Background: an optimization exercise with open tools, aiming at small area. Do not read the settings as production practice.
In this exercise RTL edits were held to simulation tests only and were not proved equivalent to the original.
Power is estimated from default activity; no workload was simulated.

==> zinc <==
==> flow/design.v <==
package rename_cfg_pkg;
    localparam int ARCH_REGS = 32;
    localparam int PREG_NUM  = 48;
    localparam int FREE_NUM  = PREG_NUM - ARCH_REGS;
    localparam int ROB_SIZE  = 8;
    typedef logic [4:0]  areg_t;
    typedef logic [5:0]  preg_t;
    typedef logic [2:0]  rob_idx_t;
    typedef logic [3:0]  rob_cnt_t;
    typedef logic [4:0]  free_cnt_t;
    typedef logic [31:0] data_t;
    typedef logic [31:0] pc_t;
endpackage
package rename_msg_pkg;
    typedef struct packed {
        logic  valid;
        logic [31:0]  pc;
        logic [4:0] rd;
        logic [4:0] rs1;
        logic [4:0] rs2;
    } dec_uop_t;
    typedef struct packed {
        logic     valid;
        logic [31:0]     pc;
        logic [4:0]    rd;
        logic     has_dest;
        logic [5:0]    rd_preg;
        logic [5:0]    old_preg;
        logic [5:0]    rs1_preg;
        logic     rs1_valid;
        logic [5:0]    rs2_preg;
        logic     rs2_valid;
        logic [2:0] rob_idx;
    } ren_uop_t;
    typedef struct packed {
        logic [31:0]  pc;
        logic [4:0] rd;
        logic  has_dest;
        logic [5:0] new_preg;
        logic [5:0] old_preg;
    } rob_entry_t;
    typedef struct packed {
        logic     valid;
        logic [2:0] rob_idx;
        logic [31:0]   value;
        logic     exception;
    } wb_t;
    typedef struct packed {
        logic     valid;
        logic [2:0] rob_idx;
        logic [31:0]     pc;
        logic [4:0]    rd;
        logic     has_dest;
        logic [5:0]    new_preg;
        logic [5:0]    old_preg;
        logic [31:0]   value;
        logic     exception;
    } commit_t;
endpackage
`timescale 1ns/1ps
module rename_top
(
    input  logic        clk,
    input  logic        rst_n,
    input  logic        flush,
    input  logic        in_valid,
    input  logic [31:0] in_pc,
    input  logic [4:0]  in_rd,
    input  logic [4:0]  in_rs1,
    input  logic [4:0]  in_rs2,
    output logic        out_valid,
    output logic [31:0] out_pc,
    output logic [4:0]  out_rd,
    output logic        out_has_dest,
    output logic [5:0]  out_rd_preg,
    output logic [5:0]  out_old_preg,
    output logic [5:0]  out_rs1_preg,
    output logic        out_rs1_valid,
    output logic [5:0]  out_rs2_preg,
    output logic        out_rs2_valid,
    output logic [2:0]  out_rob_idx,
    output logic        stall,
    input  logic        wb_valid,
    input  logic [2:0]  wb_rob_idx,
    input  logic [31:0] wb_value,
    input  logic        wb_exception,
    output logic        commit_valid,
    output logic [2:0]  commit_rob_idx,
    output logic [31:0] commit_pc,
    output logic [4:0]  commit_rd,
    output logic        commit_has_dest,
    output logic [5:0]  commit_new_preg,
    output logic [5:0]  commit_old_preg,
    output logic [31:0] commit_value,
    output logic        commit_exception,
    output logic        rob_empty
);
    logic [2:0] head;
    logic [2:0] tail;
    logic [2:0] last_c;   
    logic [2:0] last_a;   
    logic       full;
    logic [7:0] done_q;
    logic       empty;
    logic       accept;
    logic       has_dest;
    logic       alloc_dest;
    logic       do_commit;
    assign has_dest   = (in_rd != 5'd0);
    assign empty      = (last_c == last_a) && !full;
    assign stall      = in_valid && full;
    assign accept     = in_valid && !full && !flush;
    assign alloc_dest = accept && has_dest;
    assign do_commit  = !empty && done_q[head] && !flush;
    assign head       = last_c + 3'd1;
    assign tail       = last_a + 3'd1;
    assign rob_empty  = empty;
    logic [5:0] fq [16];
    logic [3:0] alloc_cnt;    
    logic       fq_real;      
    logic [3:0] inflight;     
    logic [5:0] free_head;
    logic [5:0] new_preg;
    logic [5:0] old_preg;
    assign free_head = fq_real ? fq[0] : {2'b10, alloc_cnt};
    assign new_preg  = has_dest ? free_head : 6'd0;
    always_ff @(posedge clk) begin
        if (alloc_dest) begin
            for (int i = 0; i < 15; i++) begin
                fq[i] <= fq[i+1];
            end
            fq[15] <= old_preg;
        end
    end
    logic [5:0] map_q [1:31];
    logic [5:0] rs1_preg;
    logic [5:0] rs2_preg;
    always_comb begin
        rs1_preg = '0;
        rs2_preg = '0;
        old_preg = '0;
        for (int i = 1; i < 32; i++) begin
            rs1_preg = rs1_preg | ({6{in_rs1 == 5'(i)}} & map_q[i]);
            rs2_preg = rs2_preg | ({6{in_rs2 == 5'(i)}} & map_q[i]);
            old_preg = old_preg | ({6{in_rd  == 5'(i)}} & map_q[i]);
        end
    end
    always_ff @(posedge clk or negedge rst_n) begin
        if (!rst_n) begin
            for (int i = 1; i < 32; i++) begin
                map_q[i] <= 6'(i);
            end
        end else if (flush) begin
            for (int i = 1; i < 32; i++) begin
                map_q[i] <= 6'(i);
            end
        end else if (alloc_dest) begin
            map_q[in_rd] <= free_head;
        end
    end
    logic [31:0] pc_q   [8];
    logic [4:0]  rd_q   [8];
    logic [5:0]  np_q   [8];
    logic [31:0] val_q  [8];
    logic        exc_q  [8];
    always_ff @(posedge clk) begin
        if (!full) begin
            pc_q[tail] <= in_pc;
            rd_q[tail] <= in_rd;
            np_q[tail] <= new_preg;
        end
        if (wb_valid) begin
            val_q[wb_rob_idx] <= wb_value;
            exc_q[wb_rob_idx] <= wb_exception;
        end
    end
    logic       out_v;
    logic       com_v;
    always_ff @(posedge clk or negedge rst_n) begin
        if (!rst_n) begin
            last_c    <= 3'd7;
            last_a    <= 3'd7;
            full      <= 1'b0;
            done_q    <= '0;
            out_v     <= 1'b0;
            com_v     <= 1'b0;
            alloc_cnt <= '0;
            fq_real   <= 1'b0;
            inflight  <= '0;
        end else if (flush) begin
            last_c    <= 3'd7;
            last_a    <= 3'd7;
            full      <= 1'b0;
            done_q    <= '0;
            out_v     <= 1'b0;
            com_v     <= 1'b0;
            alloc_cnt <= '0;
            fq_real   <= 1'b0;
            inflight  <= '0;
        end else begin
            out_v <= accept;
            com_v <= do_commit;
            if (accept) begin
                last_a <= tail;
            end
            if (do_commit) begin
                last_c <= head;
                full   <= 1'b0;
            end else if (accept && (tail == last_c)) begin
                full <= 1'b1;
            end
            if (do_commit) begin
                done_q[head] <= 1'b0;
            end
            if (wb_valid) begin
                done_q[wb_rob_idx] <= 1'b1;
            end
            if (accept) begin
                done_q[tail] <= 1'b0;
            end
            if (alloc_dest) begin
                alloc_cnt <= alloc_cnt + 4'd1;
                if (alloc_cnt == 4'd15) begin
                    fq_real <= 1'b1;
                end
            end
            inflight <= inflight + 4'(alloc_dest) - 4'(com_v && commit_has_dest);
        end
    end
    logic [31:0] o_pc;
    logic [4:0]  o_rd;
    logic [5:0]  o_np;
    logic [5:0]  o_rs1;
    logic [5:0]  o_rs2;
    logic        o_rs1_v;
    logic        o_rs2_v;
    always_ff @(posedge clk) begin
        o_pc    <= in_pc;
        o_rd    <= in_rd;
        o_np    <= new_preg;
        o_rs1   <= rs1_preg;
        o_rs2   <= rs2_preg;
        o_rs1_v <= (in_rs1 != 5'd0);
        o_rs2_v <= (in_rs2 != 5'd0);
    end
    assign out_valid     = out_v;
    assign out_pc        = o_pc;
    assign out_rd        = o_rd;
    assign out_has_dest  = (o_rd != 5'd0);
    assign out_rd_preg   = o_np;
    assign out_old_preg  = out_has_dest ? fq[15] : 6'd0;
    assign out_rs1_preg  = o_rs1;
    assign out_rs1_valid = o_rs1_v;
    assign out_rs2_preg  = o_rs2;
    assign out_rs2_valid = o_rs2_v;
    assign out_rob_idx   = last_a;
    logic [2:0] cidx;
    logic [5:0] c_old;
    assign cidx = last_c;
    always_comb begin
        case (inflight)
            4'd1:    c_old = fq[15];
            4'd2:    c_old = fq[14];
            4'd3:    c_old = fq[13];
            4'd4:    c_old = fq[12];
            4'd5:    c_old = fq[11];
            4'd6:    c_old = fq[10];
            4'd7:    c_old = fq[9];
            4'd8:    c_old = fq[8];
            default: c_old = fq[7];
        endcase
    end
    logic [7:0]  csel;
    logic [31:0] c_pc;
    logic [4:0]  c_rd;
    logic [5:0]  c_np;
    logic [31:0] c_val;
    logic        c_exc;
    always_comb begin
        c_pc  = '0;
        c_rd  = '0;
        c_np  = '0;
        c_val = '0;
        c_exc = 1'b0;
        for (int i = 0; i < 8; i++) begin
            csel[i] = (cidx == 3'(i));
            c_pc  = c_pc  | ({32{csel[i]}} & pc_q[i]);
            c_rd  = c_rd  | ({5{csel[i]}}  & rd_q[i]);
            c_np  = c_np  | ({6{csel[i]}}  & np_q[i]);
            c_val = c_val | ({32{csel[i]}} & val_q[i]);
            c_exc = c_exc | (csel[i] & exc_q[i]);
        end
    end
    assign commit_valid     = com_v;
    assign commit_rob_idx   = cidx;
    assign commit_pc        = c_pc;
    assign commit_rd        = c_rd;
    assign commit_has_dest  = (c_rd != 5'd0);
    assign commit_new_preg  = c_np;
    assign commit_old_preg  = commit_has_dest ? c_old : 6'd0;
    assign commit_value     = c_val;
    assign commit_exception = c_exc;
endmodule
==> flow/flow/run.sh <==
#!/bin/bash
# Standard ORFS layout (the standard.sh), with two changes:
#  - synthesis maps logic with an area-oriented ABC script (abc_area_map.script)
#    instead of ORFS's delay-oriented one; registers are mapped exactly as in the
#    standard synthesis (dfflibmap runs before ABC, and ABC does not touch them);
#  - the clock tree is built without dummy loads;
#  - ports are buffered with sky130_fd_sc_hd__buf_1 (every port still gets a buffer).
set -euo pipefail
WORK=$(pwd)
export MY_ABC_SCRIPT="$WORK/flow/abc_area_map.script"
export CTS_ARGS="-sink_clustering_enable -repair_clock_nets -dont_use_dummy_load -sink_clustering_size 25 -sink_clustering_max_diameter 60"
export BUFFER_PORTS_ARGS="-buffer_cell sky130_fd_sc_hd__buf_1"
bash standard.sh SYNTH_SCRIPT="$WORK/flow/synth_area.tcl" finish > "$WORK/flow_make.log" 2>&1
==> flow/flow/abc_area_map.script <==
strash
dc2
strash
dch -f
amap -F 30 -A 30
topo
==> flow/flow/synth_area.tcl <==
# synth_recipe.tcl with ABC's script swapped for the one MY_ABC_SCRIPT names.
proc synth {args} { yosys synth -nofsm -noshare {*}$args }
proc abc {args} {
  set i [lsearch -exact $args -script]
  if { $i >= 0 && [info exists ::env(MY_ABC_SCRIPT)] } { lset args [expr {$i+1}] $::env(MY_ABC_SCRIPT) }
  yosys abc {*}$args
}
source $::env(SCRIPTS_DIR)/synth.tcl
# left out here: clear keep_hierarchy, flatten, clean up, hide names made inside functions, write 1_2_yosys.v
==> flow/standard.sh <==
#!/bin/bash
# synth_recipe.tcl (not shown) runs the flow's synth.tcl, then flattens the netlist and writes it again
# the make line also repeats each setting of config.mk as NAME=value (left out here)
make -C /OpenROAD-flow-scripts/flow DESIGN_CONFIG=/design/flow/config.mk WORK_HOME=/design/flow/orfs CLKGATE_MAP_FILE= SYNTH_SCRIPT=/design/flow/synth_recipe.tcl "${@:-finish}"
==> flow/config.mk <==
export PLATFORM = sky130hd
export DESIGN_NAME = rename_top
export DESIGN_NICKNAME = rename_top
export VERILOG_FILES = /design/flow/design.v
export SDC_FILE = /design/flow/constraint.sdc
export NUM_CORES = 4
export LEC_CHECK = 0
export CAP_MARGIN = 5
export CORE_MARGIN = 2
export CORE_UTILIZATION = 40
export GPL_TIMING_DRIVEN = 0
export SLEW_MARGIN = 5
==> flow/constraint.sdc <==
create_clock -name core_clock -period 5.0 [get_ports {clk}]
set_input_delay 1.0000 -clock core_clock [delete_from_list [all_inputs] [get_ports {clk}]]
set_output_delay 1.0000 -clock core_clock [all_outputs]
set_load 0.01 [all_outputs]
==> umber: changes against zinc <==
--- a/flow/flow/run.sh
+++ b/flow/flow/run.sh
@@ -8,6 +8,6 @@
 set -euo pipefail
 WORK=$(pwd)
 export MY_ABC_SCRIPT="$WORK/flow/abc_area_map.script"
-export CTS_ARGS="-sink_clustering_enable -repair_clock_nets -dont_use_dummy_load -sink_clustering_size 25 -sink_clustering_max_diameter 60"
+export CTS_ARGS="-sink_clustering_enable -repair_clock_nets -dont_use_dummy_load -sink_clustering_size 30 -sink_clustering_max_diameter 80"
 export BUFFER_PORTS_ARGS="-buffer_cell sky130_fd_sc_hd__buf_1"
 bash standard.sh SYNTH_SCRIPT="$WORK/flow/synth_area.tcl" finish > "$WORK/flow_make.log" 2>&1
- CAP_MARGIN: 5 -> 20
- CORE_UTILIZATION: 40 -> 60
- GPL_TIMING_DRIVEN: 0 -> default
- SLEW_MARGIN: 5 -> 20
==> impl_metrics.yaml <==
status:
  status: "no timing/DRC/antenna violations"
clocking:
  clk_latency_ns: 0.68
  h-tree-depth: 3
grt:
  antenna_found_initial: 7
floorplan:
  die_area_mm2: 0.09617
  initial_core_util: 0.4028
placed_design:
  post_dp_cell_area_mm2: 0.04178
power:
  comb-power_uw: 3310
layout:
  layout.clock.cell_area_share: 0.04506
timing:
  finalCritPeriodShare: 0.9670
route:
  drt-met1-wl_um: 60690
That was zinc.
==> impl_metrics.yaml <==
status:
  status: "no timing/DRC/antenna violations"
route:
  num_vias: 28844
  drt-met1-wl_um: 49250
  drtPass1Iterations: 13
layout:
  layout.clock.cell_area_share: 0.02602
  top_regs: "pc_q (256), val_q (256), map_q (186)"
floorplan:
  die_area_mm2: 0.06449
  initial_core_util: 0.6074
clocking:
  clk_latency_ns: 0.62
grt:
  antenna_found_initial: 8
power:
  comb-power_uw: 3010
placed_design:
  post_dp_cell_area_mm2: 0.04025
That was umber.

port drivers added, routing unchanged:
The results above use ideal ports. As a check the final layouts listed here were re-extracted and re-timed, cells and wires unchanged.
Step 1 sets driving cells, clkbuf_16 on the clock port and buf_2 on the other inputs (assumed; they add their load-dependent delay and slew).
Step 2 adds t to the input delays and takes it off the output delays; t is the mean of the earliest and latest rising clock arrival at the registers after step 1. Input paths then give back, and output paths get back, about the clock's delay inside the block.
Slacks: no drivers / after step 1 / after step 2; pairs: no drivers / after step 1.
| run | shift t [ns] | slack for setup (ns) | hold WS [ns] | slew at the worst register clock pin (ns) |
|---|---|---|---|---|
| zinc | 0.715 | 0.165 / 0.096 / -0.577 | 0.182 / 0.136 / 0.409 | 0.09 / 0.09 |
| umber | 0.663 | 0.115 / 0.049 / 0.554 | 0.329 / 0.289 / 0.426 | 0.12 / 0.12 |
With both steps, setup timing fails in zinc, where it was met with ideal ports. For zinc, which loses most, drivers alone change the setup slack by -0.069 ns; drivers and shift together by -0.742 ns.
